Context: an optimization exercise on an open-source flow, tuned for small area and a short achievable clock period. The choices shown serve that exercise and are no tape-out recipe.
Where RTL was checked, it was by simulation tests only, not by an equivalence proof against the original.
For runs 5 and 6, only the layout was checked, not whether the RTL still works.
Power and IR drop assume default switching activity.

--- config.mk ---
export PLATFORM = sky130hd
export DESIGN_NAME = ctrl_unit
export DESIGN_NICKNAME = ctrl_unit
export VERILOG_FILES = /design/flow/design.v
export SDC_FILE = /design/flow/constraint.sdc
export NUM_CORES = 4
export LEC_CHECK = 0
export CAP_MARGIN = 20
export CORE_MARGIN = 2
export CORE_UTILIZATION = 65
export CTS_CLUSTER_DIAMETER = 200
export CTS_CLUSTER_SIZE = 25
export SETUP_SLACK_MARGIN = 1.9
export SLEW_MARGIN = 20
--- constraint.sdc ---
create_clock -name core_clock -period 5.0 [get_ports {clk}]
set_input_delay 1.0000 -clock core_clock [delete_from_list [all_inputs] [get_ports {clk}]]
set_output_delay 1.0000 -clock core_clock [all_outputs]
set_load 0.01 [all_outputs]
--- design.v ---
`timescale 1ns/1ps
module inst_decoder (
    input  logic [31:0]         inst,
    output logic [1:0]          fu,
    output logic [4:0]          op,
    output logic [5-1:0]  dst,
    output logic [5-1:0]  src1,
    output logic [5-1:0]  src2,
    output logic [2:0]          imm_sel
);
    logic [6:0] opcode;
    logic [2:0] funct3;
    logic [6:0] funct7;
    logic       f7_zero, f7_alt, r_ok, i_ok, alt;
    logic       use_rd, use_rs1, use_rs2;
    logic [3:0] alu_code;
    assign opcode  = inst[6:0];
    assign funct3  = inst[14:12];
    assign funct7  = inst[31:25];
    assign f7_zero = funct7 == 7'h00;
    assign f7_alt  = funct7 == 7'h20;
    assign r_ok    = f7_zero | (f7_alt & (funct3 == 3'd0 | funct3 == 3'd5));
    assign i_ok    = (funct3 == 3'd1) ? f7_zero :
                     (funct3 == 3'd5) ? (f7_zero | f7_alt) : 1'b1;
    assign alt     = opcode[5] ? f7_alt : (f7_alt & (funct3 == 3'd5));
    always_comb begin
        case (funct3)
            3'd0:    alu_code = alt ? 4'd2 : 4'd1;
            3'd1:    alu_code = 4'd6;
            3'd2:    alu_code = 4'd9;
            3'd3:    alu_code = 4'd10;
            3'd4:    alu_code = 4'd5;
            3'd5:    alu_code = alt ? 4'd8 : 4'd7;
            3'd6:    alu_code = 4'd4;
            default: alu_code = 4'd3;
        endcase
    end
    always_comb begin
        fu      = 2'd0;
        op      = 5'd0;
        imm_sel = 3'd0;
        use_rd  = 1'b0;
        use_rs1 = 1'b0;
        use_rs2 = 1'b0;
        case (opcode)
            7'b0110011: if (r_ok) begin
                fu = 2'd1;
                op[3:0] = alu_code;
                {use_rd, use_rs1, use_rs2} = 3'b111;
            end
            7'b0010011: if (i_ok) begin
                fu = 2'd1;
                op[4] = 1'b1;
                op[3:0] = alu_code;
                {use_rd, use_rs1} = 2'b11;
                imm_sel = 3'd1;
            end
            7'b0000011: if (funct3 != 3'd3 && funct3 < 3'd6) begin
                fu = 2'd2;
                op[3:1] = funct3;
                {use_rd, use_rs1} = 2'b11;
                imm_sel = 3'd1;
            end
            7'b0100011: if (funct3 < 3'd3) begin
                fu = 2'd2;
                op[3:1] = funct3;
                op[0] = 1'b1;
                {use_rs1, use_rs2} = 2'b11;
                imm_sel = 3'd2;
            end
            7'b1100011: if (funct3 != 3'd2 && funct3 != 3'd3) begin
                fu = 2'd3;
                op = {2'b00, funct3};
                {use_rs1, use_rs2} = 2'b11;
                imm_sel = 3'd3;
            end
            7'b1101111: begin
                fu = 2'd3;
                op = 5'h10;
                use_rd = 1'b1;
                imm_sel = 3'd5;
            end
            7'b1100111: if (funct3 == 3'd0) begin
                fu = 2'd3;
                op = 5'h11;
                {use_rd, use_rs1} = 2'b11;
                imm_sel = 3'd1;
            end
            7'b0110111, 7'b0010111: begin    
                fu = 2'd1;
                op[4] = 1'b1;
                op[3:0] = opcode[5] ? 4'd11 : 4'd12;
                use_rd = 1'b1;
                imm_sel = 3'd4;
            end
            default: ;
        endcase
    end
    assign dst  = use_rd  ? inst[11:7]  : '0;
    assign src1 = use_rs1 ? inst[19:15] : '0;
    assign src2 = use_rs2 ? inst[24:20] : '0;
endmodule
`timescale 1ns/1ps
module issue_ctrl (
    input  logic [31:0]        inst,
    input  logic               b_a,
    input  logic               b_m,
    input  logic               b_j,
    input  logic [4:0]         dst_a,
    input  logic [4:0]         dst_m,
    input  logic [4:0]         dst_j,
    input  logic               stall,
    input  logic               flush,
    output logic               is_en
);
    logic [6:0] opc;
    logic [2:0] f3;
    logic [6:0] f7;
    logic [4:0] rd;
    logic       o6, c_alu, c_ld, c_st, c_br, c_jmp, rdhit, hazard;
    assign opc = inst[6:0];
    assign f3  = inst[14:12];
    assign f7  = inst[31:25];
    assign rd  = inst[11:7];
    assign o6  = ~f7[6] & ~(|f7[4:0]);
    assign c_alu = (opc == 7'b0110011 & o6 & (~f7[5] | f3 == 3'd0 | f3 == 3'd5)) |
                   (opc == 7'b0010011 & (f3 == 3'd1 ? o6 & ~f7[5] : f3 == 3'd5 ? o6 : 1'b1)) |
                   (opc == 7'b0110111) | (opc == 7'b0010111);
    assign c_ld  = opc == 7'b0000011 & f3 != 3'd3 & f3 != 3'd6 & f3 != 3'd7;
    assign c_st  = opc == 7'b0100011 & f3 != 3'd3 & ~f3[2];
    assign c_br  = opc == 7'b1100011 & f3 != 3'd2 & f3 != 3'd3;
    assign c_jmp = (opc == 7'b1101111) | (opc == 7'b1100111 & f3 == 3'd0);
    assign rdhit = (|rd) & ((b_a & (dst_a == rd)) | (b_m & (dst_m == rd)) | (b_j & (dst_j == rd)));
    assign hazard = (b_a & c_alu) | (b_m & (c_ld | c_st)) | (b_j & (c_br | c_jmp)) |
                    ((c_alu | c_ld | c_jmp) & rdhit);
    assign is_en  = flush | (~stall & ~hazard);
endmodule
`timescale 1ns/1ps
module ctrl_unit (
    input  logic               clk,
    input  logic               rst,
    input  logic [31:0]        pc,
    input  logic [31:0]        inst,
    input  logic [31:0]        imm,
    input  logic               alu_done,
    input  logic               mem_done,
    input  logic               jump_done,
    input  logic               is_jump,
    output logic               is_en,
    output logic [2:0]         imm_sel,
    output logic               alu_en,
    output logic               mem_en,
    output logic               jump_en,
    output logic [31:0]        pc_ctrl,
    output logic [31:0]        imm_ctrl,
    output logic [5-1:0] rs1_ctrl,
    output logic [5-1:0] rs2_ctrl,
    output logic [4:0]         jump_op,
    output logic [3:0]         alu_op,
    output logic               alu_use_pc,
    output logic               alu_use_imm,
    output logic               mem_we,
    output logic [2:0]         mem_bhw,
    output logic [2:0]         write_sel,
    output logic               reg_write,
    output logic [5-1:0] rd_ctrl
);
    logic [1:0]         dec_fu;
    logic [4:0]         dec_op;
    logic [4:0]         dec_dst, dec_src1, dec_src2;
    inst_decoder u_dec (
        .inst(inst), .fu(dec_fu), .op(dec_op), .dst(dec_dst),
        .src1(dec_src1), .src2(dec_src2), .imm_sel(imm_sel)
    );
    logic       b_a, b_m, b_j;       
    logic       d_a, d_m, d_j;       
    logic       p_a, p_m, p_j;       
    logic [4:0] dst_a, dst_m, dst_j;
    logic [1:0] t_a1, t_a2;          
    logic [1:0] t_m1, t_m2;          
    logic [1:0] t_j1, t_j2;          
    logic [1:0] w_am, w_ma, w_ja, w_jm;
    logic       jp;                  
    logic       stall, flush;
    logic       en_a, en_m, en_j, use0, use1;
    logic       el_a, el_m, el_j;
    logic [31:0] pc0, imm0, pc1, imm1;
    logic [4:0]  s1_0, s2_0, s1_1, s2_1;
    logic [4:0]  op0;
    logic [3:0]  op1;                
    assign jump_en = en_j;
    assign alu_en  = en_a;
    assign mem_en  = en_m;
    assign pc_ctrl  = ({32{use0}} & pc0)  | ({32{use1}} & pc1);
    assign imm_ctrl = ({32{use0}} & imm0) | ({32{use1}} & imm1);
    assign rs1_ctrl = ({5{use0}} & s1_0)  | ({5{use1}} & s1_1);
    assign rs2_ctrl = ({5{use0}} & s2_0)  | ({5{use1}} & s2_1);
    logic is_auipc;
    assign is_auipc    = en_a & (op0[3:0] == 4'd12);
    assign alu_use_pc  = is_auipc;
    assign alu_use_imm = en_a & op0[4];
    assign alu_op      = is_auipc ? 4'd1 : ({4{en_a}} & op0[3:0]);
    assign mem_we      = en_m & op1[0];
    assign mem_bhw     = {3{en_m}} & op1[3:1];
    assign jump_op[4]   = (en_j & ~jp & op0[4]) | (en_j & jp & op1[3]);
    assign jump_op[3]   = 1'b0;
    assign jump_op[2:0] = ({3{en_j & ~jp}} & op0[2:0]) | ({3{en_j & jp}} & op1[2:0]);
    logic keep0, keep1;
    assign keep0 = (p_a & ~en_a) | (p_j & ~jp & ~en_j);
    assign keep1 = (p_m & ~en_m) | (p_j & jp & ~en_j);
    logic g_a, g_m, g_j;
    assign g_j = el_j;
    assign g_a = el_a & ~el_j;
    assign g_m = el_m & ~el_j & ~el_a;
    assign reg_write = el_j | el_a | el_m;
    assign write_sel = {g_j, 1'b0, g_m};
    assign rd_ctrl   = ({5{g_a}} & dst_a) | ({5{g_m}} & dst_m) | ({5{g_j}} & dst_j);
    logic [6:0] opc;
    logic [2:0] f3;
    logic [6:0] f7;
    logic [4:0] rd;
    logic       c_alu, c_ld, c_st, c_br, c_jmp;
    logic       rdhit, hazard, go, is_a, is_m, is_j;
    assign opc = inst[6:0];
    assign f3  = inst[14:12];
    assign f7  = inst[31:25];
    assign rd  = inst[11:7];
    logic o6;
    assign o6 = ~f7[6] & ~(|f7[4:0]);
    assign c_alu = (opc == 7'b0110011 & o6 & (~f7[5] | f3 == 3'd0 | f3 == 3'd5)) |
                   (opc == 7'b0010011 & (f3 == 3'd1 ? o6 & ~f7[5] : f3 == 3'd5 ? o6 : 1'b1)) |
                   (opc == 7'b0110111) | (opc == 7'b0010111);
    assign c_ld  = opc == 7'b0000011 & f3 != 3'd3 & f3 != 3'd6 & f3 != 3'd7;
    assign c_st  = opc == 7'b0100011 & f3 != 3'd3 & ~f3[2];
    assign c_br  = opc == 7'b1100011 & f3 != 3'd2 & f3 != 3'd3;
    assign c_jmp = (opc == 7'b1101111) | (opc == 7'b1100111 & f3 == 3'd0);
    assign rdhit = (|rd) & ((b_a & (dst_a == rd)) | (b_m & (dst_m == rd)) | (b_j & (dst_j == rd)));
    assign hazard = (b_a & c_alu) | (b_m & (c_ld | c_st)) | (b_j & (c_br | c_jmp)) |
                    ((c_alu | c_ld | c_jmp) & rdhit);
    issue_ctrl u_issue (
        .inst(inst), .b_a(b_a), .b_m(b_m), .b_j(b_j),
        .dst_a(dst_a), .dst_m(dst_m), .dst_j(dst_j),
        .stall(stall), .flush(flush), .is_en(is_en)
    );
    assign go     = ~flush & ~stall & ~hazard;
    assign is_a   = go & c_alu;
    assign is_m   = go & (c_ld | c_st);
    assign is_j   = go & (c_br | c_jmp);
    logic src1_nz, src2_nz, dst_nz;
    logic h1_a, h1_m, h1_j, h2_a, h2_m, h2_j;
    assign src1_nz = |dec_src1;
    assign src2_nz = |dec_src2;
    assign dst_nz  = |dec_dst;
    assign h1_a = src1_nz & b_a & (dst_a == dec_src1);
    assign h1_m = src1_nz & b_m & (dst_m == dec_src1);
    assign h1_j = src1_nz & b_j & (dst_j == dec_src1);
    assign h2_a = src2_nz & b_a & (dst_a == dec_src2);
    assign h2_m = src2_nz & b_m & (dst_m == dec_src2);
    assign h2_j = src2_nz & b_j & (dst_j == dec_src2);
    logic [1:0] x0, x1;
    assign x0 = {2{dst_nz}} & {dec_dst == s2_0, dec_dst == s1_0};
    assign x1 = {2{dst_nz}} & {dec_dst == s2_1, dec_dst == s1_1};
    logic       p_a_n, p_m_n, p_j_n, d_a_n, d_m_n, d_j_n, jp_n;
    logic [1:0] t_a1_n, t_a2_n, t_m1_n, t_m2_n, t_j1_n, t_j2_n;
    logic       rdy_a_n, rdy_m_n, rdy_j_n, en_a_n, en_m_n, en_j_n;
    logic       ra1_h, ra2_h, rm1_h, rm2_h;
    logic       war_a_n, war_m_n, war_j_n;
    assign p_a_n = is_a | (p_a & ~en_a & ~g_a);
    assign p_m_n = is_m | (p_m & ~en_m & ~g_m);
    assign p_j_n = is_j | (p_j & ~en_j & ~g_j);
    assign d_a_n = ~g_a & (d_a | (b_a & alu_done));
    assign d_m_n = ~g_m & (d_m | (b_m & mem_done));
    assign d_j_n = ~g_j & (d_j | (b_j & jump_done));
    assign t_a1_n = p_a ? t_a1 & ~{g_j, g_m} : {h1_j & ~g_j, h1_m & ~g_m};
    assign t_a2_n = p_a ? t_a2 & ~{g_j, g_m} : {h2_j & ~g_j, h2_m & ~g_m};
    assign t_m1_n = p_m ? t_m1 & ~{g_j, g_a} : {h1_j & ~g_j, h1_a & ~g_a};
    assign t_m2_n = p_m ? t_m2 & ~{g_j, g_a} : {h2_j & ~g_j, h2_a & ~g_a};
    assign t_j1_n = p_j ? t_j1 & ~{g_m, g_a} : {h1_m & ~g_m, h1_a & ~g_a};
    assign t_j2_n = p_j ? t_j2 & ~{g_m, g_a} : {h2_m & ~g_m, h2_a & ~g_a};
    assign jp_n   = p_j ? jp : keep0;
    assign rdy_a_n = p_a_n & ~(|t_a1_n) & ~(|t_a2_n);
    assign rdy_m_n = p_m_n & ~(|t_m1_n) & ~(|t_m2_n);
    assign rdy_j_n = p_j_n & ~(|t_j1_n) & ~(|t_j2_n);
    assign en_j_n  = rdy_j_n;
    assign en_a_n  = rdy_a_n & ~rdy_j_n;
    assign en_m_n  = rdy_m_n & ~rdy_j_n & ~rdy_a_n;
    assign ra1_h = p_a & ~en_a & ~g_a & ~(|(t_a1 & ~{g_j, g_m}));
    assign ra2_h = p_a & ~en_a & ~g_a & ~(|(t_a2 & ~{g_j, g_m}));
    assign rm1_h = p_m & ~en_m & ~g_m & ~(|(t_m1 & ~{g_j, g_a}));
    assign rm2_h = p_m & ~en_m & ~g_m & ~(|(t_m2 & ~{g_j, g_a}));
    assign war_a_n = ~g_m & ((w_am[0] & rm1_h) | (w_am[1] & rm2_h));
    assign war_m_n = ~g_a & ((w_ma[0] & ra1_h) | (w_ma[1] & ra2_h));
    assign war_j_n = (~g_a & ((w_ja[0] & ra1_h) | (w_ja[1] & ra2_h))) |
                     (~g_m & ((w_jm[0] & rm1_h) | (w_jm[1] & rm2_h)));
    always_ff @(posedge clk or posedge rst) begin
        if (rst) begin
            b_a <= 1'b0; b_m <= 1'b0; b_j <= 1'b0;
            d_a <= 1'b0; d_m <= 1'b0; d_j <= 1'b0;
            p_a <= 1'b0; p_m <= 1'b0; p_j <= 1'b0;
            en_a <= 1'b0; en_m <= 1'b0; en_j <= 1'b0;
            use0 <= 1'b0; use1 <= 1'b0;
            el_a <= 1'b0; el_m <= 1'b0; el_j <= 1'b0;
            stall <= 1'b0;
            flush <= 1'b0;
        end else begin
            b_a <= is_a | (b_a & ~g_a);
            b_m <= is_m | (b_m & ~g_m);
            b_j <= is_j | (b_j & ~g_j);
            d_a <= d_a_n;
            d_m <= d_m_n;
            d_j <= d_j_n;
            p_a <= p_a_n;
            p_m <= p_m_n;
            p_j <= p_j_n;
            en_a <= en_a_n;
            en_m <= en_m_n;
            en_j <= en_j_n;
            use0 <= en_a_n | (en_j_n & ~jp_n);
            use1 <= en_m_n | (en_j_n & jp_n);
            el_a <= d_a_n & ~war_a_n;
            el_m <= d_m_n & ~war_m_n;
            el_j <= d_j_n & ~war_j_n;
            if (is_j)
                stall <= 1'b1;
            else if (jump_done)
                stall <= 1'b0;
            flush <= jump_done & is_jump;
        end
    end
    always_ff @(posedge clk) begin
        if (!b_a) begin
            dst_a <= dec_dst;
            w_am  <= {2{p_m}} & x1;
        end else begin
            w_am  <= w_am & ~{2{g_m}};
        end
        if (!b_m) begin
            dst_m <= dec_dst;
            w_ma  <= {2{p_a}} & x0;
        end else begin
            w_ma  <= w_ma & ~{2{g_a}};
        end
        if (!b_j) begin
            dst_j <= dec_dst;
            w_ja  <= {2{p_a}} & x0;
            w_jm  <= {2{p_m}} & x1;
        end else begin
            w_ja  <= w_ja & ~{2{g_a}};
            w_jm  <= w_jm & ~{2{g_m}};
        end
        t_a1 <= t_a1_n;
        t_a2 <= t_a2_n;
        t_m1 <= t_m1_n;
        t_m2 <= t_m2_n;
        t_j1 <= t_j1_n;
        t_j2 <= t_j2_n;
        jp   <= jp_n;
        if (!keep0) begin
            pc0  <= pc;
            imm0 <= imm;
            s1_0 <= dec_src1;
            s2_0 <= dec_src2;
            op0  <= dec_op;
        end
        if (!keep1) begin
            pc1  <= pc;
            imm1 <= imm;
            s1_1 <= dec_src1;
            s2_1 <= dec_src2;
            op1  <= {dec_op[4] | dec_op[3], dec_op[2:0]};
        end
    end
endmodule
--- flow/run.sh ---
#!/bin/bash
# Standard layout (standard.sh, all steps) with two changes:
# * plain buf_1 cells as the port buffers (the default pick is a slow delay buffer);
# * the platform's don't-use list extended with slow wide OR / AOI-style cells,
#   so that mapping and repair build the decode logic from faster gates.
# Registers come out of the standard synthesis unchanged.
set -euo pipefail
export BUFFER_PORTS_ARGS="-buffer_cell sky130_fd_sc_hd__buf_1"
PLATFORM_DONT_USE="sky130_fd_sc_hd__probe_p_8 sky130_fd_sc_hd__probec_p_8 sky130_fd_sc_hd__lpflow_bleeder_1 sky130_fd_sc_hd__lpflow_clkbufkapwr_1 sky130_fd_sc_hd__lpflow_clkbufkapwr_16 sky130_fd_sc_hd__lpflow_clkbufkapwr_2 sky130_fd_sc_hd__lpflow_clkbufkapwr_4 sky130_fd_sc_hd__lpflow_clkbufkapwr_8 sky130_fd_sc_hd__lpflow_clkinvkapwr_1 sky130_fd_sc_hd__lpflow_clkinvkapwr_16 sky130_fd_sc_hd__lpflow_clkinvkapwr_2 sky130_fd_sc_hd__lpflow_clkinvkapwr_4 sky130_fd_sc_hd__lpflow_clkinvkapwr_8 sky130_fd_sc_hd__lpflow_decapkapwr_12 sky130_fd_sc_hd__lpflow_decapkapwr_3 sky130_fd_sc_hd__lpflow_decapkapwr_4 sky130_fd_sc_hd__lpflow_decapkapwr_6 sky130_fd_sc_hd__lpflow_decapkapwr_8 sky130_fd_sc_hd__lpflow_inputiso0n_1 sky130_fd_sc_hd__lpflow_inputiso0p_1 sky130_fd_sc_hd__lpflow_inputiso1n_1 sky130_fd_sc_hd__lpflow_inputiso1p_1 sky130_fd_sc_hd__lpflow_inputisolatch_1 sky130_fd_sc_hd__lpflow_isobufsrc_1 sky130_fd_sc_hd__lpflow_isobufsrc_16 sky130_fd_sc_hd__lpflow_isobufsrc_2 sky130_fd_sc_hd__lpflow_isobufsrc_4 sky130_fd_sc_hd__lpflow_isobufsrc_8 sky130_fd_sc_hd__lpflow_isobufsrckapwr_16 sky130_fd_sc_hd__lpflow_lsbuf_lh_hl_isowell_tap_1 sky130_fd_sc_hd__lpflow_lsbuf_lh_hl_isowell_tap_2 sky130_fd_sc_hd__lpflow_lsbuf_lh_hl_isowell_tap_4 sky130_fd_sc_hd__lpflow_lsbuf_lh_isowell_4 sky130_fd_sc_hd__lpflow_lsbuf_lh_isowell_tap_1 sky130_fd_sc_hd__lpflow_lsbuf_lh_isowell_tap_2 sky130_fd_sc_hd__lpflow_lsbuf_lh_isowell_tap_4"
P=sky130_fd_sc_hd__
SLOW="${P}or3_* ${P}or3b_* ${P}or4_* ${P}or4b_* ${P}or4bb_* ${P}a2111o_* ${P}o41a_* ${P}a311o_* ${P}o311a_* ${P}o2111a_* ${P}a41o_* ${P}nor4_* ${P}nor4b_* ${P}nor4bb_* ${P}a2111oi_* ${P}o41ai_* ${P}and4bb_* ${P}and4b_*"
bash standard.sh "BUFFER_PORTS_ARGS=$BUFFER_PORTS_ARGS" "DONT_USE_CELLS=$PLATFORM_DONT_USE $SLOW" finish > standard_flow.log 2>&1
--- standard.sh ---
#!/bin/bash
# synth_recipe.tcl (not shown) runs the flow's synth.tcl, then flattens the netlist and writes it again
# the make line also repeats each setting of config.mk as NAME=value (left out here)
make -C /OpenROAD-flow-scripts/flow DESIGN_CONFIG=/design/flow/config.mk WORK_HOME=/design/flow/orfs CLKGATE_MAP_FILE= SYNTH_SCRIPT=/design/flow/synth_recipe.tcl "${@:-finish}"
==> impl_metrics.tcl, run 1 <==
set metrics [dict create \
    synthCells 724 \
    cap_violations 0 \
    regArea_um2 6070 \
    die_w_um 124 \
    p_per_area_nw_per_um2 429 \
    arrival_ps 2230 \
    finalPower_w 0.00469 \
    power.static_leakage_nw 4.07 \
    port_buffers 204 \
    setup-violations-final 0 \
    top_layer "met4" \
    endpoint_kind "output port" \
    overflow 0 \
    status "finished clean" \
    synth_edf_count 172 \
    vdd_ir_drop_max_mv 0.434 \
    hp-class "reg2reg" \
    drive_above_1_share 0.105 \
    track_usage 0.292 \
    synth_area_leaders "edfxtp_1 (55%), a22o_1 (6.9%), dfrtp_1 (5.1%)" \
    grt_pass1_wl_mm 36.0 \
    wl_met3_mm 1.74 \
    ys_seq_area_frac 0.645 \
    numCtsBuffers 12 \
    drc 0 \
    final_net_count 1018 \
    dr.first_iter.drc_count 611 \
    rsz0062_at_grt "yes" \
    die_h_um 124 \
    critPathKind "in2out" \
    ant_nets 0 \
    areaGrowthSynthToFinish_pct 16.4 \
    yosysTopAreaCell "edfxtp_1" \
    gp_congestion 0.906 \
    critical_path_buf_inv_count 2 \
    ys_types 67 \
    cts_root_buf "clkbuf_16" \
    start_util 0.672 \
    ys_warn_count 2 \
    first_pass_iters 6 \
    start_kind "input port" \
    hpwl_mm 15.9 \
    min_period_ps 3230 \
    finalHoldViolations 0 \
    num_vias 6838 \
    wl_per_cell_um 21.3 \
    core_area_um2 14000 \
    fmax_ghz 0.310 \
    min_period_over_period 0.646 \
    synthFlopType "edfxtp_1" \
    critPathTopFamily "simple AND/OR/NAND/NOR gates" \
    syn_avg_cell_area_um2 13.0 \
    hold_ws_ps 470 \
    finClkSkew_ps 25.3 \
    slowest_stage "nand4b_1" \
    grt_max_degree 80 \
    cts_sinks 212 \
    cts_tree "built" \
    boundaryPins 207 \
    crit_required_ps 4000 \
    wl_mm 23.5 \
    cp_cell_sequence "buf_12 -> nand4b_1 -> nor2_2 -> o211a_4 -> o21ai_2 -> nor2_1 -> o21bai_1 -> buf_2" \
    clk_pin_slew_worst_paths_ps 100 \
    fin_setup_tns_ps 0 \
    ys_ff_latch 212 \
    synthTopCellsByCount "edfxtp_1 (172), a22o_1 (74), xnor2_1 (45)" \
    nFillCells 867 \
    finalMaxSlewViolations 0 \
    worst_pin_slew_ps 817 \
    die_area_um2 15400 \
    cts_max_level 1 \
    num_rows 43 \
    ctsHoldBuffers 0 \
    crit_path_max_incr_delay_ps 300 \
    synth_area_um2 9400 \
    antenna_found_initial 0 \
    clk_latency_ps 470 \
    multi_input_area_um2 3220 \
    diodes 0 \
    routed_via_density 6.21 \
    synth.most_common_cell "edfxtp_1" \
    wl_met1_mm 9.15 \
    synth_top_area_share 0.549 \
    critPathMaxFanout 4 \
    relSlewSlack 0.455 \
    wl_met2_mm 12.0 \
    clock_path_buffers 3 \
    synthArstFlopShare 0.0896 \
    grt_pass1_vias 6805 \
]
-- power breakdown --
part / internal, W / total (W) / switching, W
combinational: 0.000410 / 0.00108 / 0.000667
sequential: 0.00232 / 0.00258 / 0.000269
clock: 0.000493 / 0.00103 / 0.000533
-- cells by family (layout without fill, tap and decap cells) --
logic type / count (synthesis) / in the layout / synth area share
flops: 212 / 212 / 0.645
simple gates: 208 / 208 / 0.118
compound gates: 170 / 170 / 0.139
xor+xnor: 66 / 66 / 0.0615
buf+inv: 61 / 258 / 0.0303
mux: 6 / 6 / 0.00639
other cells: 1 / 2 / 0.000399
-- registers in the layout, indices dropped and copies added (netlist names), 4 cells and up --
name and count:
dst_a 5, imm1 32, imm0 32, pc1 32, dst_m 5, s1_0 5
s2_0 5, s1_1 5, pc0 32, op1 4, dst_j 5, op0 5
s2_1 5
-- timing repair --
item / 4_1_cts / 5_1_grt
endpoints found under the setup margin: 55 / 16
cloned: 0 / 0
pin swaps: 8 / 10
gates resized for setup: 48 / 13
buffers inserted: 9 / 4
-- metal layers --
metal | GRT usage | vias to the layer above
li1 | - | 3084
met5 | 0 | -
met3 | 0.0395 | 46
met4 | 0.0839 | 0
met1 | 0.383 | 3363
met2 | 0.514 | 345
-- worst paths after layout --
check                                startpoint        endpoint  slack, ps  depth (start not counted)
worst max-delay path                    inst[6]           is_en       1770                          8
worst min-delay path            w_am[1]$_DFF_P_  el_a$_DFF_PP0_        470                          1
worst max register to register   el_j$_DFF_PP0_  use0$_DFF_PP0_       2380                          8
worst min register to register  w_am[1]$_DFF_P_  el_a$_DFF_PP0_        470                          1
max in group asynchronous                   rst  use0$_DFF_PP0_       3850                          2
min in group asynchronous                   rst   p_m$_DFF_PP0_        610                          2
-- stage by stage --
stage          setup WS, ps  cells  utilization  instance area (um2)
3_5_place_dp           1150   1068        0.731                10200
4_1_cts                1820   1097        0.774                10800
5_1_grt                1670   1102        0.782                10900
2_1_floorplan          1900    725            -                 9430
6_report               1770   1102        0.782                10900
3_3_place_gp           1250   1068        0.731                10200
-- cell type report --
class / instances / share of cell area
flip-flops and latches: 212 / 0.555
multi-input cells: 452 / 0.294
repair buffers: 221 / 0.0905
clock buffers: 19 / 0.0318
well taps: 180 / 0.0206
inverters: 17 / 0.00652
clock inverters: 1 / 0.00149
-- cell usage in the layout, fill, tap and decap left out, types with 17 or more instances in the layout --
| master | count |
|---|---|
| edfxtp_1 | 172 |
| xor2_1 | 20 |
| nor3_1 | 17 |
| buf_1 | 189 |
| a22o_1 | 74 |
| nand3_1 | 25 |
| xnor2_1 | 45 |
| o21ai_0 | 18 |
| nand2_1 | 42 |
| nor2_1 | 38 |
| dfxtp_1 | 21 |
==> inputs of run 2 (changes only) <==
--- a/config.mk
+++ b/config.mk
@@ -5,6 +5,7 @@
 export SDC_FILE = /design/flow/constraint.sdc
 export NUM_CORES = 4
 export LEC_CHECK = 0
+export ABC_AREA = 1
 export CAP_MARGIN = 20
 export CORE_MARGIN = 2
 export CORE_UTILIZATION = 65
==> run 2 against run 1 <==
  * Still clean on timing, DRC and antenna
  * Cell count increased by 21%
  * Via count increased by 14%
  * Setup slack about the same
  * Clock power barely moved
  * Utilization is 0.087 points higher
  * Global-route usage rose by 2.1 points
  * Largest cell class unchanged
==> impl_metrics.tcl, run 2 <==
set metrics [dict create \
    status "finished clean" \
    num_rows 44 \
    slowest_stage "nand4_1" \
    cts_tree "built" \
    multi_input_area_um2 3140 \
    antenna_found_initial 0 \
    routed_via_density 5.88 \
    synth_edf_count 172 \
    critPathKind "in2out" \
    regArea_um2 6070 \
    final_cell_mix "buf_1 (189), nand2_1 (176), edfxtp_1 (172)" \
    fin_cells 1328 \
    overflow 0 \
    clk_latency_ps 460 \
    ys_seq_area_frac 0.626 \
    hold_ws_ps 440 \
    finalMaxSlewViolations 0 \
    die_area_um2 15900 \
    grt_use_met1 0.420 \
    critPathTopFamily "simple AND/OR/NAND/NOR gates" \
    port_buffers 204 \
    nFillCells 981 \
    yosysTopAreaCell "edfxtp_1" \
    start_util 0.666 \
    die_h_um 126 \
    cp_common_cell "nor2_4" \
    busiest_layer "met2" \
    place_area_um2 10600 \
    ys_warn_count 2 \
    min_period_ps 3230 \
    grt_use_met2 0.518 \
    core_area_um2 14500 \
    diodes 0 \
    p_per_area_nw_per_um2 433 \
    finalHoldViolations 0 \
    dp_cells 1278 \
    power.static_leakage_nw 4.87 \
    die_w_um 126 \
    relSlewSlack 0.493 \
    worst_pin_slew_ps 759 \
    endpoint_kind "output port" \
    ys_types 46 \
    numCtsBuffers 12 \
    synth_area_um2 9690 \
    fin_area_um2 11400 \
    final_net_count 1240 \
    cp_cell_sequence "buf_8 -> inv_4 -> nand2_4 -> nor2_4 -> nand4_1 -> buf_4 -> nand4_1 -> nor2_4 -> nor2_4 -> o21ai_2 -> buf_2" \
    finClkSkew_ps 18.3 \
    grt_pass1_vias 7667 \
    synthCells 915 \
    first_pass_iters 7 \
    setup-violations-final 0 \
    hp-class "reg2reg" \
    synth_top_area_share 0.533 \
    dr.first_iter.drc_count 795 \
    crit_path_max_incr_delay_ps 210 \
    startpoint "inst[4]" \
    drive_above_1_share 0.138 \
    track_usage 0.313 \
    min_period_over_period 0.646 \
    fmax_ghz 0.310 \
    wl_mm 25.3 \
    grt_pass1_wl_mm 39.2 \
    clk_pin_slew_worst_paths_ps 90 \
    hpwl_mm 17.7 \
    cap_violations 0 \
    crit_required_ps 4000 \
    areaGrowthSynthToFinish_pct 17.5 \
    r2r-start "p_a$_DFF_PP0_" \
    cts_max_level 1 \
    clock_path_buffers 3 \
    synth_area_leaders "edfxtp_1 (53%), nand2_1 (7.2%), a22o_1 (6.1%)" \
    ys_ff_latch 212 \
    ant_nets 0 \
    start_kind "input port" \
    rsz0062_at_grt "yes" \
    dpl_worst_slack_ps 1460 \
    timing.final.ws_setup_ps 1770 \
    fin_setup_tns_ps 0 \
    cts_sinks 212 \
    boundaryPins 207 \
    critical_path_buf_inv_count 4 \
    hp-start "w_am[1]$_DFF_P_" \
    grtUsageMet3 0.0624 \
    final_common_cell "buf_1" \
    ctsHoldBuffers 0 \
    syn_avg_cell_area_um2 10.6 \
    cts_root_buf "clkbuf_16" \
    synthArstFlopShare 0.0896 \
    synth.most_common_cell "nand2_1" \
    wl_per_cell_um 19.1 \
    grt_max_degree 52 \
    drc 0 \
    gp_congestion 1.02 \
    num_vias 7804 \
    critPathMaxFanout 5 \
    vdd_ir_drop_max_mv 0.366 \
    arrival_ps 2230 \
    synthTopCellsByCount "nand2_1 (185), edfxtp_1 (172), inv_1 (112)" \
    synthFlopType "edfxtp_1" \
]
## run 2: changes by cell type after synthesis, moves of 13 or more
cell	previous run	this run
xnor2_1	45	0
nor2b_1	13	0
nor2_1	40	58
o21ai_0	19	32
inv_1	17	112
nand2_1	43	185
nand3_1	26	76
## run 2: worst reg2reg max path, delay by kind of cell (launching register included)
| family | cells | cell delay [ps] |
|---|---|---|
| AOI/OAI and AO/OA | 1 | 100 |
| buffers and inverters | 4 | 1450 |
| DFF | 1 | 440 |
| and+or+nand+nor | 1 | 70 |
## run 2: final cells by class
type	count	share of cell area
Multi-Input combinational cell	550	0.276
Tap cell	184	0.0202
Timing Repair Buffer	239	0.0967
Clock buffer	19	0.0306
Clock inverter	1	0.00143
Sequential cell	212	0.533
Inverter	123	0.0418
## run 2: cells by family after synthesis
group                     synth area share
and+or+nand+nor                      0.183
DFF                                  0.626
buffers and inverters               0.0646
AOI/OAI and AO/OA                    0.114
xor gates and xnor gates            0.0127
other                             0.000387
## run 2: worst paths after layout
path / to / slack, ps / cells past startpoint
max reg2reg: pc0[14]$_DFFE_PP_ / 2530 / 6
min reg2reg: el_a$_DFF_PP0_ / 440 / 1
max in group asynchronous: use1$_DFF_PP0_ / 3820 / 2
min: el_a$_DFF_PP0_ / 440 / 1
min in group asynchronous: p_a$_DFF_PP0_ / 630 / 2
max: is_en / 1770 / 11
## run 2: what timing repair did
action | 4_1_cts | 5_1_grt
setup endpoints to repair | 56 | 28
pin swaps | 18 | 11
buffers inserted | 20 | 10
resized for setup | 46 | 27
## run 2: layer usage
| metal | vias up | routed length, um |
|---|---|---|
| li1 | 3616 | - |
| met1 | 3630 | 9730 |
| met2 | 484 | 12200 |
| met3 | 74 | 2430 |
| met4 | 0 | 917 |
| met5 | - | 0 |
## run 2: where the power goes
| part | switching, W | internal [W] |
|---|---|---|
| clock network | 0.000529 | 0.000490 |
| registers | 0.000254 | 0.00236 |
| logic | 0.000870 | 0.000423 |
| total | 0.00165 | 0.00327 |
## run 2: metrics by stage
step           utilization  total power (W)
2_1_floorplan            -          0.00337
3_5_place_dp         0.728          0.00384
4_1_cts              0.771          0.00486
5_1_grt              0.783          0.00516
3_3_place_gp         0.728          0.00380
6_report             0.783          0.00493
==> inputs of run 3 (changes only) <==
--- a/config.mk
+++ b/config.mk
@@ -5,11 +5,11 @@
 export SDC_FILE = /design/flow/constraint.sdc
 export NUM_CORES = 4
 export LEC_CHECK = 0
-export ABC_AREA = 1
 export CAP_MARGIN = 20
 export CORE_MARGIN = 2
 export CORE_UTILIZATION = 65
+export CTS_BUF_LIST = sky130_fd_sc_hd__clkbuf_8
 export CTS_CLUSTER_DIAMETER = 200
-export CTS_CLUSTER_SIZE = 25
+export CTS_CLUSTER_SIZE = 14
 export SETUP_SLACK_MARGIN = 1.9
 export SLEW_MARGIN = 20
==> run 3 against run 2 <==
  * Register-to-register slack got worse by 100 ps
  * Global-route usage fell by 2.6 points
  * Clock skew is 6.2 ps higher
  * Power down 7.2%
  * Setup slack got worse by 1.4 ps
  * Sequential cell count unchanged
  * Clock power is about 10% lower
  * Die area decreased by 2.9%
  * Largest cell class unchanged
  * Non-clock buffer count decreased by 19
  * Critical path depth down 3
==> impl_metrics.tcl, run 3 <==
set metrics [dict create \
    synth.most_common_cell "edfxtp_1" \
    overflow 0 \
    vdd_ir_drop_max_mv 0.263 \
    boundaryPins 207 \
    areaGrowthSynthToFinish_pct 15.9 \
    synthArstFlopShare 0.0896 \
    p_clk_frac 0.200 \
    p_int_w 0.00309 \
    synth_area_um2 9400 \
    endpoint_kind "output port" \
    ys_seq_area_frac 0.645 \
    cp_cell_sequence "buf_12 -> nand4b_1 -> nor2_2 -> o211a_4 -> o21ai_2 -> nor2_1 -> o21bai_1 -> buf_2" \
    power_switching_w 0.00148 \
    hold_ws_ps 465 \
    fin_setup_tns_ps 0 \
    grt_pass1_vias 6800 \
    num_vias 6861 \
    seq_power_share 0.564 \
    crit_path_max_incr_delay_ps 300 \
    fin_cells 1115 \
    critPathKind "in2out" \
    cts_root_buf "clkbuf_8" \
    p_sw_frac 0.324 \
    clock_path_buffers 3 \
    critPathTopFamily "simple AND/OR/NAND/NOR gates" \
    wl_per_cell_um 20.7 \
    power.static_leakage_nw 4.10 \
    ant_nets 0 \
    finalMaxSlewViolations 0 \
    dp_cells 1068 \
    synthTopCellsByCount "edfxtp_1 (172), a22o_1 (74), xnor2_1 (45)" \
    final_core_util 0.779 \
    finClkSkew_ps 24.6 \
    die_area_um2 15400 \
    gp_congestion 0.906 \
    ys_types 67 \
    hp-class "reg2reg" \
    antenna_found_initial 0 \
    crit_required_ps 4000 \
    critical_path_buf_inv_count 2 \
    synth_area_leaders "edfxtp_1 (55%), a22o_1 (6.9%), dfrtp_1 (5.1%)" \
    ys_warn_count 2 \
    synthCells 724 \
    numCtsBuffers 19 \
    min_period_ps 3230 \
    clk_latency_ps 510 \
    port_buffers 204 \
    setup-violations-final 0 \
    finalPower_w 0.00457 \
    drc 0 \
    syn_avg_cell_area_um2 13.0 \
    hpwl_mm 15.9 \
    p_per_area_nw_per_um2 419 \
    critPathMaxFanout 4 \
    fmax_ghz 0.310 \
    num_rows 43 \
    diodes 0 \
    wl_mm 23.1 \
    relSlewSlack 0.460 \
    synthFlopType "edfxtp_1" \
    final_cell_mix "buf_1 (189), edfxtp_1 (172), a22o_1 (74)" \
    core_area_um2 14000 \
    final_common_cell "buf_1" \
    grt_max_degree 80 \
    synth_top_area_share 0.549 \
    routed_via_density 6.15 \
    cap_violations 0 \
    rsz0062_at_grt "yes" \
    cts_max_level 1 \
    finalHoldViolations 0 \
    status "finished clean" \
    track_usage 0.287 \
    yosysTopAreaCell "edfxtp_1" \
    clk_pin_slew_worst_paths_ps 90 \
    die_w_um 124 \
    first_pass_iters 5 \
    start_kind "input port" \
    slowest_stage "nand4b_1" \
    worst_pin_slew_ps 810 \
    dr.first_iter.drc_count 671 \
    cts_sinks 212 \
    start_util 0.672 \
    synth_edf_count 172 \
    min_period_over_period 0.646 \
    pwr-share-comb 0.236 \
    ys_ff_latch 212 \
    grt_pass1_wl_mm 35.6 \
    drive_above_1_share 0.107 \
    cts_tree "built" \
    arrival_ps 2230 \
    final_net_count 1024 \
    die_h_um 124 \
]
[run 3: changes by cell type after synthesis, sizes merged, moves of 11 or more]
cell / before / now
inv: 121 / 17
nor2b: 0 / 13
nor2: 71 / 42
xnor2: 0 / 45
nand3: 83 / 26
nand2: 201 / 46
and3: 0 / 11
[run 3: power groups by stage]
stage	Combinational, W	Clock, W	Sequential (W)
6_report	0.00108	0.000914	0.00258
5_1_grt	0.00117	0.00100	0.00261
4_1_cts	0.00105	0.000924	0.00258
3_5_place_dp	0.000997	0	0.00263
3_3_place_gp	0.000971	0	0.00260
2_1_floorplan	0.000758	0	0.00249
[run 3: what timing repair did]
action	4_1_cts	5_1_grt
hold buffers	0	0
setup endpoints to repair	55	45
cloned	0	0
gates resized for setup	50	9
pin swaps	8	9
buffers inserted	10	2
[run 3: worst register-to-register path, cell delays in order, from the launching register on]
cell and delay, ps:
dfrtp_1 630, nand2b_1 390, nand3_1 200, nor3_1 80, o211ai_1 140, o21ai_1 150
nor3_1 300, and3b_1 340, nor2_4 60, a21o_1 160
[run 3: worst paths after layout]
kind / startpoint / end / slack [ps] / cells after the start
min in group asynchronous: rst / el_m$_DFF_PP0_ / 560 / 2
max in group asynchronous: rst / use1$_DFF_PP0_ / 3900 / 2
max: inst[6] / is_en / 1770 / 8
max reg2reg: el_a$_DFF_PP0_ / use0$_DFF_PP0_ / 2430 / 9
min: w_am[1]$_DFF_P_ / el_a$_DFF_PP0_ / 470 / 1
min reg2reg: w_am[1]$_DFF_P_ / el_a$_DFF_PP0_ / 470 / 1
[run 3: final cells by class]
| type | count | area (um2) |
|---|---|---|
| Inverter | 17 | 71.3 |
| Clock buffer | 19 | 262 |
| Multi-Input combinational cell | 452 | 3210 |
| Sequential cell | 212 | 6070 |
| Clock inverter | 15 | 72.6 |
| Fill cell | 900 | 3090 |
| Tap cell | 180 | 225 |
| Timing Repair Buffer | 220 | 982 |
[run 3: cells by family (layout without fill, tap and decap cells)]
group / count (synthesis) / count (layout) / synth area share
AND/OR/NAND/NOR: 208 / 208 / 0.118
multiplexers: 6 / 6 / 0.00639
XOR/XNOR: 66 / 66 / 0.0615
flip-flops: 212 / 212 / 0.645
buffers and inverters: 61 / 271 / 0.0303
AO/OA/AOI/OAI: 170 / 170 / 0.139
other: 1 / 2 / 0.000399
[run 3: metrics by stage]
stage / setup slack, ps / instance area (um2)
2_1_floorplan: 1900 / 9430
4_1_cts: 1820 / 10800
6_report: 1770 / 10900
3_3_place_gp: 1250 / 10200
5_1_grt: 1670 / 10900
3_5_place_dp: 1150 / 10200
[run 3: layer usage]
layer / routed length (um) / global-route usage / vias up
met5: 0 / 0 / -
li1: - / - / 3106
met2: 11600 / 0.494 / 373
met3: 1800 / 0.0417 / 53
met4: 624 / 0.0879 / 0
met1: 9090 / 0.382 / 3329
==> inputs of run 4 (changes only) <==
--- a/config.mk
+++ b/config.mk
@@ -5,11 +5,11 @@
 export SDC_FILE = /design/flow/constraint.sdc
 export NUM_CORES = 4
 export LEC_CHECK = 0
-export CAP_MARGIN = 20
+export CAP_MARGIN = 5
 export CORE_MARGIN = 2
 export CORE_UTILIZATION = 65
 export CTS_BUF_LIST = sky130_fd_sc_hd__clkbuf_8
 export CTS_CLUSTER_DIAMETER = 200
 export CTS_CLUSTER_SIZE = 14
 export SETUP_SLACK_MARGIN = 1.9
-export SLEW_MARGIN = 20
+export SLEW_MARGIN = 5
==> run 4 against run 3 <==
  * Power down 0.33%
  * Setup slack better by 5.3 ps
  * Sequential share of layout area up 0.14 points
  * Sequential power about the same
  * Combinational power about the same
  * Synthesized cell count unchanged
  * Critical path depth unchanged
  * Largest cell class unchanged
==> impl_metrics.tcl, run 4 <==
set metrics [dict create \
    status "finished clean" \
    setup-violations-final 0 \
    min_period_ps 3220 \
    cts_max_level 1 \
    final_common_cell "buf_1" \
    cts_root_buf "clkbuf_8" \
    drive_above_1_share 0.106 \
    ant_nets 0 \
    ys_types 67 \
    numCtsBuffers 19 \
    vdd_ir_drop_max_mv 0.262 \
    core_area_um2 14000 \
    gp_congestion 0.906 \
    cp_cell_sequence "buf_12 -> nand4b_1 -> nor2_2 -> o211a_4 -> o21ai_2 -> nor2_1 -> o21bai_1 -> buf_2" \
    finClkSkew_ps 24.1 \
    critPathMaxFanout 4 \
    synth.most_common_cell "edfxtp_1" \
    crit_required_ps 4000 \
    rsz0062_at_grt "yes" \
    ys_ff_latch 212 \
    synthCells 724 \
    fmax_ghz 0.310 \
    synth_top_area_share 0.549 \
    endpoint_kind "output port" \
    dr.first_iter.drc_count 631 \
    cts_sinks 212 \
    grt_use_met2 0.494 \
    num_vias 6830 \
    syn_avg_cell_area_um2 13.0 \
    power.static_leakage_nw 4.09 \
    synthArstFlopShare 0.0896 \
    finalHoldViolations 0 \
    boundaryPins 207 \
    synthFlopType "edfxtp_1" \
    diodes 0 \
    wl_mm 23.1 \
    dp_cells 1068 \
    grt_pass1_vias 6800 \
    cts_tree "built" \
    die_h_um 124 \
    die_area_um2 15400 \
    busiest_layer "met2" \
    first_pass_iters 6 \
    synth_edf_count 172 \
    grt_pass1_wl_mm 35.6 \
    crit_path_max_incr_delay_ps 300 \
    synthTopCellsByCount "edfxtp_1 (172), a22o_1 (74), xnor2_1 (45)" \
    slowest_stage "nand4b_1" \
    yosysTopAreaCell "edfxtp_1" \
    hpwl_mm 15.9 \
    routed_via_density 6.13 \
    finalMaxSlewViolations 0 \
    drc 0 \
    fin_setup_tns_ps 0 \
    clock_path_buffers 3 \
    critPathKind "in2out" \
    num_rows 43 \
    final_cell_mix "buf_1 (189), edfxtp_1 (172), a22o_1 (74)" \
    ctsHoldBuffers 0 \
    clk_latency_ps 510 \
    worst_pin_slew_ps 1160 \
    p_per_area_nw_per_um2 419 \
    synth_area_um2 9400 \
    track_usage 0.287 \
    die_w_um 124 \
    arrival_ps 2220 \
    final_net_count 1023 \
    clk_pin_slew_worst_paths_ps 100 \
    cap_violations 0 \
    hp-class "reg2reg" \
    start_kind "input port" \
    synth_area_leaders "edfxtp_1 (55%), a22o_1 (6.9%), dfrtp_1 (5.1%)" \
    grtUsageMet3 0.0417 \
    ys_warn_count 2 \
    port_buffers 204 \
    grt_max_degree 80 \
    min_period_over_period 0.645 \
    overflow 0 \
    ys_seq_area_frac 0.645 \
    start_util 0.672 \
    wl_per_cell_um 20.7 \
    areaGrowthSynthToFinish_pct 15.6 \
    antenna_found_initial 0 \
    fin_cells 1114 \
    grt_use_met1 0.382 \
    relSlewSlack 0.226 \
]
[run 4: per-stage QoR]
| stage | worst slack (ps) | instance area, um2 | hold WS (ps) | util | power, W |
|---|---|---|---|---|---|
| global placement | 1250 | 10200 | 429 | 0.731 | 0.00357 |
| finish | 1780 | 10900 | 477 | 0.777 | 0.00455 |
| global route | 1670 | 10900 | 478 | 0.777 | 0.00477 |
| detailed placement | 1150 | 10200 | 430 | 0.731 | 0.00362 |
| CTS | 1820 | 10800 | 458 | 0.773 | 0.00455 |
| floorplan | 1900 | 9430 | 390 | - | 0.00324 |
[run 4: cells by family (layout without fill, tap and decap cells)]
family	Yosys count	after routing	share of synthesized area
DFF	212	212	0.645
other	1	2	0.000399
xor gates and xnor gates	66	66	0.0615
muxes	6	6	0.00639
buffers and inverters	61	270	0.0303
AOI/OAI and AO/OA	170	170	0.139
and+or+nand+nor	208	208	0.118
[run 4: power by group]
part | switching, W | total (W) | internal, W
logic | 0.000666 | 0.00106 | 0.000394
registers | 0.000259 | 0.00258 | 0.00232
clock network | 0.000550 | 0.000914 | 0.000364
total | 0.00148 | 0.00455 | 0.00308
[run 4: final cells by class]
class | instances | area [um2]
flip-flops and latches | 212 | 6070
multi-input cells | 452 | 3210
fillers | 904 | 3120
repair buffers | 219 | 955
clock buffers | 19 | 262
well taps | 180 | 225
clock inverters | 15 | 72.6
inverters | 17 | 71.3
[run 4: routing by layer]
metal	routed length [um]	share of wire
met5	0	0
met1	9180	0.40
met3	1690	0.073
met2	11600	0.50
met4	643	0.028
[run 4: critical path: cells and delay by family]
family,cells,cell delay (ps)
buf+inv,2,240
simple gates,3,600
compound gates,3,380
[run 4: final timing paths]
kind	end	start	cells after the start	slack [ps]
worst max register to register	use0$_DFF_PP0_	el_a$_DFF_PP0_	9	2430
min in group asynchronous	el_m$_DFF_PP0_	rst	2	570
worst min register to register	el_a$_DFF_PP0_	w_am[1]$_DFF_P_	1	480
worst max-delay path	is_en	inst[6]	8	1780
max in group asynchronous	use1$_DFF_PP0_	rst	2	3890
worst min-delay path	el_a$_DFF_PP0_	w_am[1]$_DFF_P_	1	480
[run 4: timing repair]
| action | CTS | global route |
|---|---|---|
| setup buffers | 10 | 2 |
| gates resized for setup | 50 | 9 |
| cloned | 0 | 0 |
| setup endpoints to repair | 55 | 45 |
| hold endpoints to repair | 0 | 0 |
| pin swaps | 8 | 9 |
==> inputs of run 5 (changes only) <==
--- a/design.v
+++ b/design.v
@@ -182,12 +182,15 @@
     logic [1:0] w_am, w_ma, w_ja, w_jm;
     logic       jp;                  
     logic       stall, flush;
-    logic       en_a, en_m, en_j, use0, use1;
+    logic       en_a, en_m, en_j;
     logic       el_a, el_m, el_j;
     logic [31:0] pc0, imm0, pc1, imm1;
     logic [4:0]  s1_0, s2_0, s1_1, s2_1;
     logic [4:0]  op0;
     logic [3:0]  op1;                
+    logic use0, use1;
+    assign use0 = en_a | (en_j & ~jp);
+    assign use1 = en_m | (en_j & jp);
     assign jump_en = en_j;
     assign alu_en  = en_a;
     assign mem_en  = en_m;
@@ -298,7 +301,6 @@
             d_a <= 1'b0; d_m <= 1'b0; d_j <= 1'b0;
             p_a <= 1'b0; p_m <= 1'b0; p_j <= 1'b0;
             en_a <= 1'b0; en_m <= 1'b0; en_j <= 1'b0;
-            use0 <= 1'b0; use1 <= 1'b0;
             el_a <= 1'b0; el_m <= 1'b0; el_j <= 1'b0;
             stall <= 1'b0;
             flush <= 1'b0;
@@ -315,8 +317,6 @@
             en_a <= en_a_n;
             en_m <= en_m_n;
             en_j <= en_j_n;
-            use0 <= en_a_n | (en_j_n & ~jp_n);
-            use1 <= en_m_n | (en_j_n & jp_n);
             el_a <= d_a_n & ~war_a_n;
             el_m <= d_m_n & ~war_m_n;
             el_j <= d_j_n & ~war_j_n;
==> config.mk (replaced) <==
export PLATFORM = sky130hd
export DESIGN_NAME = ctrl_unit
export DESIGN_NICKNAME = ctrl_unit
export VERILOG_FILES = /design/flow/design.v
export SDC_FILE = /design/flow/constraint.sdc
export NUM_CORES = 4
export LEC_CHECK = 0
export CAP_MARGIN = 20
export CORE_MARGIN = 2
export CORE_UTILIZATION = 65
export CTS_CLUSTER_DIAMETER = 200
export CTS_CLUSTER_SIZE = 25
export SETUP_SLACK_MARGIN = 1.9
export SLEW_MARGIN = 20
==> run 5 against run 4 <==
  * Combinational power grew 13%
  * Critical path type unchanged
  * Still clean on timing, DRC and antenna
  * Final area grew 1.5%
  * Highest routed layer unchanged
  * Count of clock-buffer cells in the layout is the same
  * Sequential power is essentially flat
  * Area after synthesis shrank 0.53%
  * Largest power group unchanged
  * Setup slack lost 230 ps
  * Sequential share of layout area shrank 1.3 points
  * Sequential cell count shrank 2
  * Die area shrank 0.51%
  * Cell count shrank 1.2%
==> impl_metrics.tcl, run 5 <==
set metrics [dict create \
    fmax_ghz 0.289 \
    fin_cells 1101 \
    grt_pass1_vias 6535 \
    yosys.area_share.adder 0 \
    port_buffers 204 \
    synthCells 708 \
    dr.first_iter.drc_count 692 \
    dpl_worst_slack_ps 1040 \
    synth_top_family_by_area "compound AO/OA/AOI/OAI gates" \
    finalHoldViolations 0 \
    grt_pass1_wl_mm 33.3 \
    clk_pin_slew_worst_paths_ps 90 \
    final_core_util 0.788 \
    final_net_count 1017 \
    ys_warn_count 2 \
    place_area_um2 10200 \
    p_per_area_nw_per_um2 434 \
    areaGrowthSynthToFinish_pct 18.0 \
    worst_pin_slew_ps 737 \
    hp-class "reg2reg" \
    synth_top_area_share 0.556 \
    finalMaxSlewViolations 0 \
    drive_above_1_share 0.109 \
    numCtsBuffers 12 \
    routed_via_density 6.16 \
    gp_congestion 0.915 \
    nFillCells 854 \
    yosys.area_share.simple 0.122 \
    synthFlopType "edfxtp_1" \
    drc 0 \
    synth_compound_area_frac 0.142 \
    wl_per_cell_um 20.8 \
    syn_avg_cell_area_um2 13.2 \
    final_common_cell "buf_1" \
    ant_nets 0 \
    power.static_leakage_nw 4.15 \
    finClkSkew_ps 21.9 \
    ys_ff_latch 210 \
    synth_mux_area_frac 0.00642 \
    antenna_found_initial 0 \
    diodes 0 \
    setup-violations-final 0 \
    die_h_um 124 \
    endpoint_kind "output port" \
    slowest_stage "a221oi_4" \
    synth_area_um2 9350 \
    clk_latency_ps 470 \
    start_kind "input port" \
    synth.most_common_cell "edfxtp_1" \
    clock_path_buffers 3 \
    boundaryPins 207 \
    grt_max_degree 81 \
    synthTopCellsByCount "edfxtp_1 (173), a22o_1 (78), xnor2_1 (43)" \
    first_pass_iters 5 \
    cts_max_level 1 \
    min_period_over_period 0.691 \
    core_area_um2 14000 \
    cts_tree "built" \
    crit_path_max_incr_delay_ps 330 \
    critPathMaxFanout 5 \
    ys_seq_area_frac 0.644 \
    rsz0062_at_grt "yes" \
    arrival_ps 2450 \
    crit_required_ps 4000 \
    hpwl_mm 15.0 \
    fin_area_um2 11000 \
    cts_sinks 210 \
    synthArstFlopShare 0.0810 \
    yosysTopAreaCell "edfxtp_1" \
    start_util 0.668 \
    track_usage 0.286 \
    ctsHoldBuffers 0 \
    cts_root_buf "clkbuf_16" \
    wl_mm 22.9 \
    synth_xor_xnor_area_share 0.0562 \
    synth_edf_count 173 \
    vdd_ir_drop_max_mv 0.409 \
    ys_types 63 \
    cp_cell_sequence "buf_8 -> and3b_2 -> nand4_4 -> o21ai_4 -> a221oi_4 -> a21boi_4 -> nand2_2 -> nand2b_1 -> buf_2" \
    relSlewSlack 0.509 \
    die_w_um 124 \
    num_rows 43 \
    final_cell_mix "buf_1 (186), edfxtp_1 (173), a22o_1 (78)" \
    die_area_um2 15400 \
    synth_area_leaders "edfxtp_1 (56%), a22o_1 (7.3%), dfrtp_1 (4.5%)" \
    critPathKind "in2out" \
    timing.final.ws_setup_ps 1550 \
    dp_cells 1054 \
    min_period_ps 3450 \
    fin_setup_tns_ps 0 \
    status "finished clean" \
    cap_violations 0 \
    num_vias 6786 \
    overflow 0 \
]
run 5: changes by cell type after synthesis, sizes merged, moves of 7 or more:
cell	before	now
nor3	21	11
nand3	26	38
nand2	46	37
and3	11	4
nor2	42	27
and2	8	25
run 5: kinds of logic after synthesis:
group                  count (synthesis)
buffers and inverters                 61
flip-flops                           210
XOR/XNOR                              60
other                                  1
multiplexers                           6
AO/OA/AOI/OAI                        172
AND/OR/NAND/NOR                      198
run 5: final timing paths:
kind | endpoint | start | slack (ps) | cells past startpoint
setup / recovery | is_en | inst[1] | 1550 | 9
hold / removal | el_a$_DFF_PP0_ | w_am[1]$_DFF_P_ | 450 | 1
setup reg to reg | en_m$_DFF_PP0_ | el_j$_DFF_PP0_ | 2380 | 8
hold reg to reg | el_a$_DFF_PP0_ | w_am[1]$_DFF_P_ | 450 | 1
max in group asynchronous | en_j$_DFF_PP0_ | rst | 3920 | 2
min in group asynchronous | p_a$_DFF_PP0_ | rst | 590 | 2
run 5: cell type report:
class	count	area (um2)	area share
clock buffers	19	348	0.0315
clock inverters	1	16.3	0.00147
inverters	19	71.3	0.00647
multi-input cells	440	3230	0.292
flip-flops and latches	210	6020	0.546
well taps	180	225	0.0204
repair buffers	232	1120	0.102
run 5: what timing repair did:
action / 4_1_cts / 5_1_grt
endpoints found under the setup margin: 53 / 29
buffers inserted: 14 / 9
pin swaps: 12 / 8
gates resized for setup: 55 / 10
cloned: 3 / 0
run 5: power by group:
| part | total (W) | switching [W] | internal [W] |
|---|---|---|---|
| clock network | 0.00102 | 0.000532 | 0.000493 |
| logic | 0.00120 | 0.000733 | 0.000466 |
| registers | 0.00256 | 0.000249 | 0.00232 |
| total | 0.00479 | 0.00151 | 0.00327 |
run 5: routing by layer:
| metal | track usage | up-vias | share of wire |
|---|---|---|---|
| met5 | 0 | - | 0 |
| met4 | 0.0871 | 0 | 0.027 |
| met3 | 0.0545 | 50 | 0.087 |
| met2 | 0.497 | 361 | 0.50 |
| met1 | 0.368 | 3273 | 0.39 |
| li1 | - | 3102 | - |
run 5: critical path: cells and delay by family:
family | cells | cell delay, ps
buffers and inverters | 2 | 220
AOI/OAI and AO/OA | 3 | 660
and+or+nand+nor | 4 | 560
run 5: stage by stage:
step,total power [W],hold slack (ps)
4_1_cts,0.00475,441
5_1_grt,0.00499,466
6_report,0.00479,446
2_1_floorplan,0.00327,398
3_3_place_gp,0.00361,420
3_5_place_dp,0.00366,429
==> inputs of run 6 (changes only) <==
--- a/design.v
+++ b/design.v
@@ -182,15 +182,12 @@
     logic [1:0] w_am, w_ma, w_ja, w_jm;
     logic       jp;                  
     logic       stall, flush;
-    logic       en_a, en_m, en_j;
-    logic       el_a, el_m, el_j;
+    logic       en_a, en_m, en_j, use0, use1;
+    logic       g_a, g_m, g_j;       
     logic [31:0] pc0, imm0, pc1, imm1;
     logic [4:0]  s1_0, s2_0, s1_1, s2_1;
     logic [4:0]  op0;
     logic [3:0]  op1;                
-    logic use0, use1;
-    assign use0 = en_a | (en_j & ~jp);
-    assign use1 = en_m | (en_j & jp);
     assign jump_en = en_j;
     assign alu_en  = en_a;
     assign mem_en  = en_m;
@@ -211,11 +208,7 @@
     logic keep0, keep1;
     assign keep0 = (p_a & ~en_a) | (p_j & ~jp & ~en_j);
     assign keep1 = (p_m & ~en_m) | (p_j & jp & ~en_j);
-    logic g_a, g_m, g_j;
-    assign g_j = el_j;
-    assign g_a = el_a & ~el_j;
-    assign g_m = el_m & ~el_j & ~el_a;
-    assign reg_write = el_j | el_a | el_m;
+    assign reg_write = g_j | g_a | g_m;
     assign write_sel = {g_j, 1'b0, g_m};
     assign rd_ctrl   = ({5{g_a}} & dst_a) | ({5{g_m}} & dst_m) | ({5{g_j}} & dst_j);
     logic [6:0] opc;
@@ -267,7 +260,7 @@
     logic [1:0] t_a1_n, t_a2_n, t_m1_n, t_m2_n, t_j1_n, t_j2_n;
     logic       rdy_a_n, rdy_m_n, rdy_j_n, en_a_n, en_m_n, en_j_n;
     logic       ra1_h, ra2_h, rm1_h, rm2_h;
-    logic       war_a_n, war_m_n, war_j_n;
+    logic       war_a_n, war_m_n, war_j_n, el_a_n, el_m_n, el_j_n;
     assign p_a_n = is_a | (p_a & ~en_a & ~g_a);
     assign p_m_n = is_m | (p_m & ~en_m & ~g_m);
     assign p_j_n = is_j | (p_j & ~en_j & ~g_j);
@@ -295,13 +288,17 @@
     assign war_m_n = ~g_a & ((w_ma[0] & ra1_h) | (w_ma[1] & ra2_h));
     assign war_j_n = (~g_a & ((w_ja[0] & ra1_h) | (w_ja[1] & ra2_h))) |
                      (~g_m & ((w_jm[0] & rm1_h) | (w_jm[1] & rm2_h)));
+    assign el_a_n = d_a_n & ~war_a_n;
+    assign el_m_n = d_m_n & ~war_m_n;
+    assign el_j_n = d_j_n & ~war_j_n;
     always_ff @(posedge clk or posedge rst) begin
         if (rst) begin
             b_a <= 1'b0; b_m <= 1'b0; b_j <= 1'b0;
             d_a <= 1'b0; d_m <= 1'b0; d_j <= 1'b0;
             p_a <= 1'b0; p_m <= 1'b0; p_j <= 1'b0;
             en_a <= 1'b0; en_m <= 1'b0; en_j <= 1'b0;
-            el_a <= 1'b0; el_m <= 1'b0; el_j <= 1'b0;
+            use0 <= 1'b0; use1 <= 1'b0;
+            g_a <= 1'b0; g_m <= 1'b0; g_j <= 1'b0;
             stall <= 1'b0;
             flush <= 1'b0;
         end else begin
@@ -317,9 +314,11 @@
             en_a <= en_a_n;
             en_m <= en_m_n;
             en_j <= en_j_n;
-            el_a <= d_a_n & ~war_a_n;
-            el_m <= d_m_n & ~war_m_n;
-            el_j <= d_j_n & ~war_j_n;
+            use0 <= en_a_n | (en_j_n & ~jp_n);
+            use1 <= en_m_n | (en_j_n & jp_n);
+            g_j <= el_j_n;
+            g_a <= el_a_n & ~el_j_n;
+            g_m <= el_m_n & ~el_j_n & ~el_a_n;
             if (is_j)
                 stall <= 1'b1;
             else if (jump_done)
--- a/config.mk
+++ b/config.mk
@@ -10,5 +10,5 @@
 export CORE_UTILIZATION = 65
 export CTS_CLUSTER_DIAMETER = 200
 export CTS_CLUSTER_SIZE = 25
-export SETUP_SLACK_MARGIN = 1.9
+export SETUP_SLACK_MARGIN = 1.7
 export SLEW_MARGIN = 20
==> run 6 against run 5 <==
  * Register-to-register slack improved by 100 ps
  * Global-route usage fell by 0.16 points
  * Via count fell by 0.80%
  * Non-clock buffer count fell by 13
  * Critical path depth fell by 1
  * Die area rose by 1.0%
  * Critical path type unchanged
  * Largest cell class unchanged
  * Largest power group unchanged
  * Highest routed layer unchanged
==> impl_metrics.tcl, run 6 <==
set metrics [dict create \
    cts_tree "built" \
    gp_congestion 0.922 \
    relSlewSlack 0.456 \
    crit_path_max_incr_delay_ps 210 \
    final_common_cell "buf_1" \
    synthFlopType "edfxtp_1" \
    vdd_ir_drop_max_mv 0.257 \
    synth_edf_count 172 \
    dpl_worst_slack_ps 942 \
    num_vias 6732 \
    synthArstFlopShare 0.0896 \
    setup-violations-final 0 \
    grt_pass1_wl_mm 35.2 \
    boundaryPins 207 \
    port_buffers 204 \
    cp_cell_sequence "clkbuf_4 -> xor2_1 -> o21ai_2 -> nand3_1 -> a21oi_4 -> a22oi_2 -> a21o_1 -> buf_2" \
    ys_types 67 \
    hp-start "t_j2[0]$_DFF_P_" \
    cts_sinks 212 \
    dr.first_iter.drc_count 656 \
    p_per_area_nw_per_um2 432 \
    final_cell_mix "buf_1 (191), edfxtp_1 (172), a22o_1 (75)" \
    synth_area_leaders "edfxtp_1 (55%), a22o_1 (7.0%), dfrtp_1 (5.0%)" \
    finClkSkew_ps 19.3 \
    worst_pin_slew_ps 816 \
    core_area_um2 14400 \
    rsz0062_at_grt "yes" \
    diodes 0 \
    timing.final.ws_setup_ps 1700 \
    endpoint_kind "output port" \
    hpwl_mm 15.8 \
    overflow 0 \
    areaGrowthSynthToFinish_pct 16.4 \
    ys_warn_count 2 \
    cts_root_buf "clkbuf_16" \
    hp-class "reg2reg" \
    clk_pin_slew_worst_paths_ps 80 \
    nFillCells 913 \
    drc 0 \
    slowest_stage "a21oi_4" \
    fin_setup_tns_ps 0 \
    startpoint "inst[12]" \
    fmax_ghz 0.303 \
    yosysTopAreaCell "edfxtp_1" \
    ys_seq_area_frac 0.642 \
    ys_ff_latch 212 \
    finalMaxSlewViolations 0 \
    num_rows 44 \
    synth_top_area_share 0.547 \
    crit_required_ps 4000 \
    start_kind "input port" \
    first_pass_iters 8 \
    critPathTopFamily "compound AO/OA/AOI/OAI gates" \
    cts_max_level 1 \
    power.static_leakage_nw 4.12 \
    start_util 0.657 \
    numCtsBuffers 12 \
    antenna_found_initial 0 \
    arrival_ps 2300 \
    synthCells 714 \
    critPathKind "in2out" \
    cap_violations 0 \
    wl_per_cell_um 20.6 \
    multi_input_area_um2 3320 \
    syn_avg_cell_area_um2 13.2 \
    r2r-start "p_m$_DFF_PP0_" \
    final_net_count 1013 \
    ant_nets 0 \
    regArea_um2 6070 \
    routed_via_density 6.11 \
    finalHoldViolations 0 \
    synthTopCellsByCount "edfxtp_1 (172), a22o_1 (75), xnor2_1 (45)" \
    grt_pass1_vias 6665 \
    reg2reg_slack_ps 2480 \
    clock_path_buffers 3 \
    track_usage 0.285 \
    die_area_um2 15500 \
    wl_mm 22.6 \
    die_h_um 125 \
    clk_latency_ps 470 \
    critPathMaxFanout 12 \
    synth.most_common_cell "edfxtp_1" \
    grt_max_degree 63 \
    synth_area_um2 9450 \
    min_period_over_period 0.659 \
    status "finished clean" \
    drive_above_1_share 0.101 \
    min_period_ps 3300 \
    die_w_um 125 \
    critical_path_buf_inv_count 2 \
]
[run 6: changes by cell type after synthesis, sizes merged, moves of 6 or more]
cell	previous run	this run
nand3	38	11
nor2	27	40
o21ai	36	23
clkbuf	27	16
inv	19	28
nor3	11	20
buf	15	21
[run 6: cell type report]
type                       instances  area share
clock inverter                     1     0.00148
sequential                       212       0.552
tap                              184      0.0209
clock buffer                      19      0.0316
timing repair buffer             219      0.0830
inverter                          28     0.00956
multi-input combinational        438       0.302
[run 6: power by group]
part | internal, W | switching, W
clock network | 0.000490 | 0.000521
registers | 0.00235 | 0.000325
logic | 0.000411 | 0.000651
[run 6: worst paths after layout]
kind | endpoint | cells after the start
max reg2reg | pc1[9]$_DFFE_PN_ | 3
max | is_en | 8
min | t_j2[0]$_DFF_P_ | 2
max in group asynchronous | use1$_DFF_PP0_ | 2
min in group asynchronous | use0$_DFF_PP0_ | 2
min reg2reg | t_j2[0]$_DFF_P_ | 2
[run 6: tightest hold or removal path, delay by kind of cell (launching register included)]
kind	cells	cell delay (ps)
DFF	1	310
and+or+nand+nor	1	50
AOI/OAI and AO/OA	1	70
[run 6: repair_timing]
action | CTS | global route
endpoints found under the setup margin | 10 | 30
pin swaps | 10 | 3
hold buffers | 0 | 0
resized for setup | 46 | 10
setup buffers | 10 | 0
[run 6: layer usage]
| layer | part of all wire | vias to the layer above | track usage |
|---|---|---|---|
| met5 | 0 | - | 0 |
| met4 | 0.032 | 0 | 0.0919 |
| met3 | 0.075 | 65 | 0.0442 |
| met2 | 0.51 | 296 | 0.493 |
| met1 | 0.39 | 3289 | 0.372 |
| li1 | - | 3082 | - |
[run 6: per-stage QoR]
step / instances / util / hold slack [ps] / cell area (um2) / power, W
final: 1101 / 0.766 / 482 / 11000 / 0.00475
after global routing: 1101 / 0.766 / 484 / 11000 / 0.00495
after CTS: 1101 / 0.762 / 470 / 11000 / 0.00475
after detailed placement: 1071 / 0.719 / 451 / 10300 / 0.00374
after global placement: 1071 / 0.719 / 441 / 10300 / 0.00368
after floorplan: 715 / - / 426 / 9470 / 0.00333
[run 6: cells by family after synthesis]
kind of cell / count (synthesis) / synth area share
simple gates: 202 / 0.117
other cells: 1 / 0.000397
buf+inv: 65 / 0.0294
xor+xnor: 66 / 0.0612
flops: 212 / 0.642
compound gates: 162 / 0.144
mux: 6 / 0.00649

==> port drivers added, routing unchanged <==
Ports are ideal in the flow. The routed layouts listed here were re-timed in OpenROAD. Step 1 (the two cells are an assumption about what drives the block):
set clk [get_ports {clk}]
set_driving_cell -lib_cell sky130_fd_sc_hd__clkbuf_16 $clk
set_driving_cell -lib_cell sky130_fd_sc_hd__buf_2 [delete_from_list [all_inputs] $clk]
Step 2 times the ports against the registers' clock, not the clock port: input delays grow and output delays shrink by t, the midpoint of the rising clock arrivals with the driver on. Slacks: ideal / step 1 / step 2; pairs: ideal / step 1.
| run | t (ns) | slack for setup (ns) | latest minus earliest clock arrival (ns) | slew at the worst register clock pin (ns) |
|---|---|---|---|---|
| run 1 | 0.501 | 1.772 / 1.726 / 1.592 | 0.026 / 0.026 | 0.10 / 0.10 |
| run 2 | 0.493 | 1.772 / 1.734 / 1.441 | 0.018 / 0.019 | 0.11 / 0.11 |
| run 3 | 0.540 | 1.770 / 1.725 / 1.497 | 0.026 / 0.026 | 0.09 / 0.09 |
| run 4 | 0.542 | 1.776 / 1.730 / 1.517 | 0.026 / 0.027 | 0.10 / 0.10 |
| run 5 | 0.499 | 1.545 / 1.505 / 1.505 | 0.022 / 0.022 | 0.10 / 0.10 |
| run 6 | 0.496 | 1.704 / 1.683 / 1.537 | 0.023 / 0.022 | 0.09 / 0.09 |
After both steps every run listed still meets setup and hold. For run 2, which loses most, drivers alone change the setup slack by -0.038 ns; drivers and shift together by -0.331 ns.
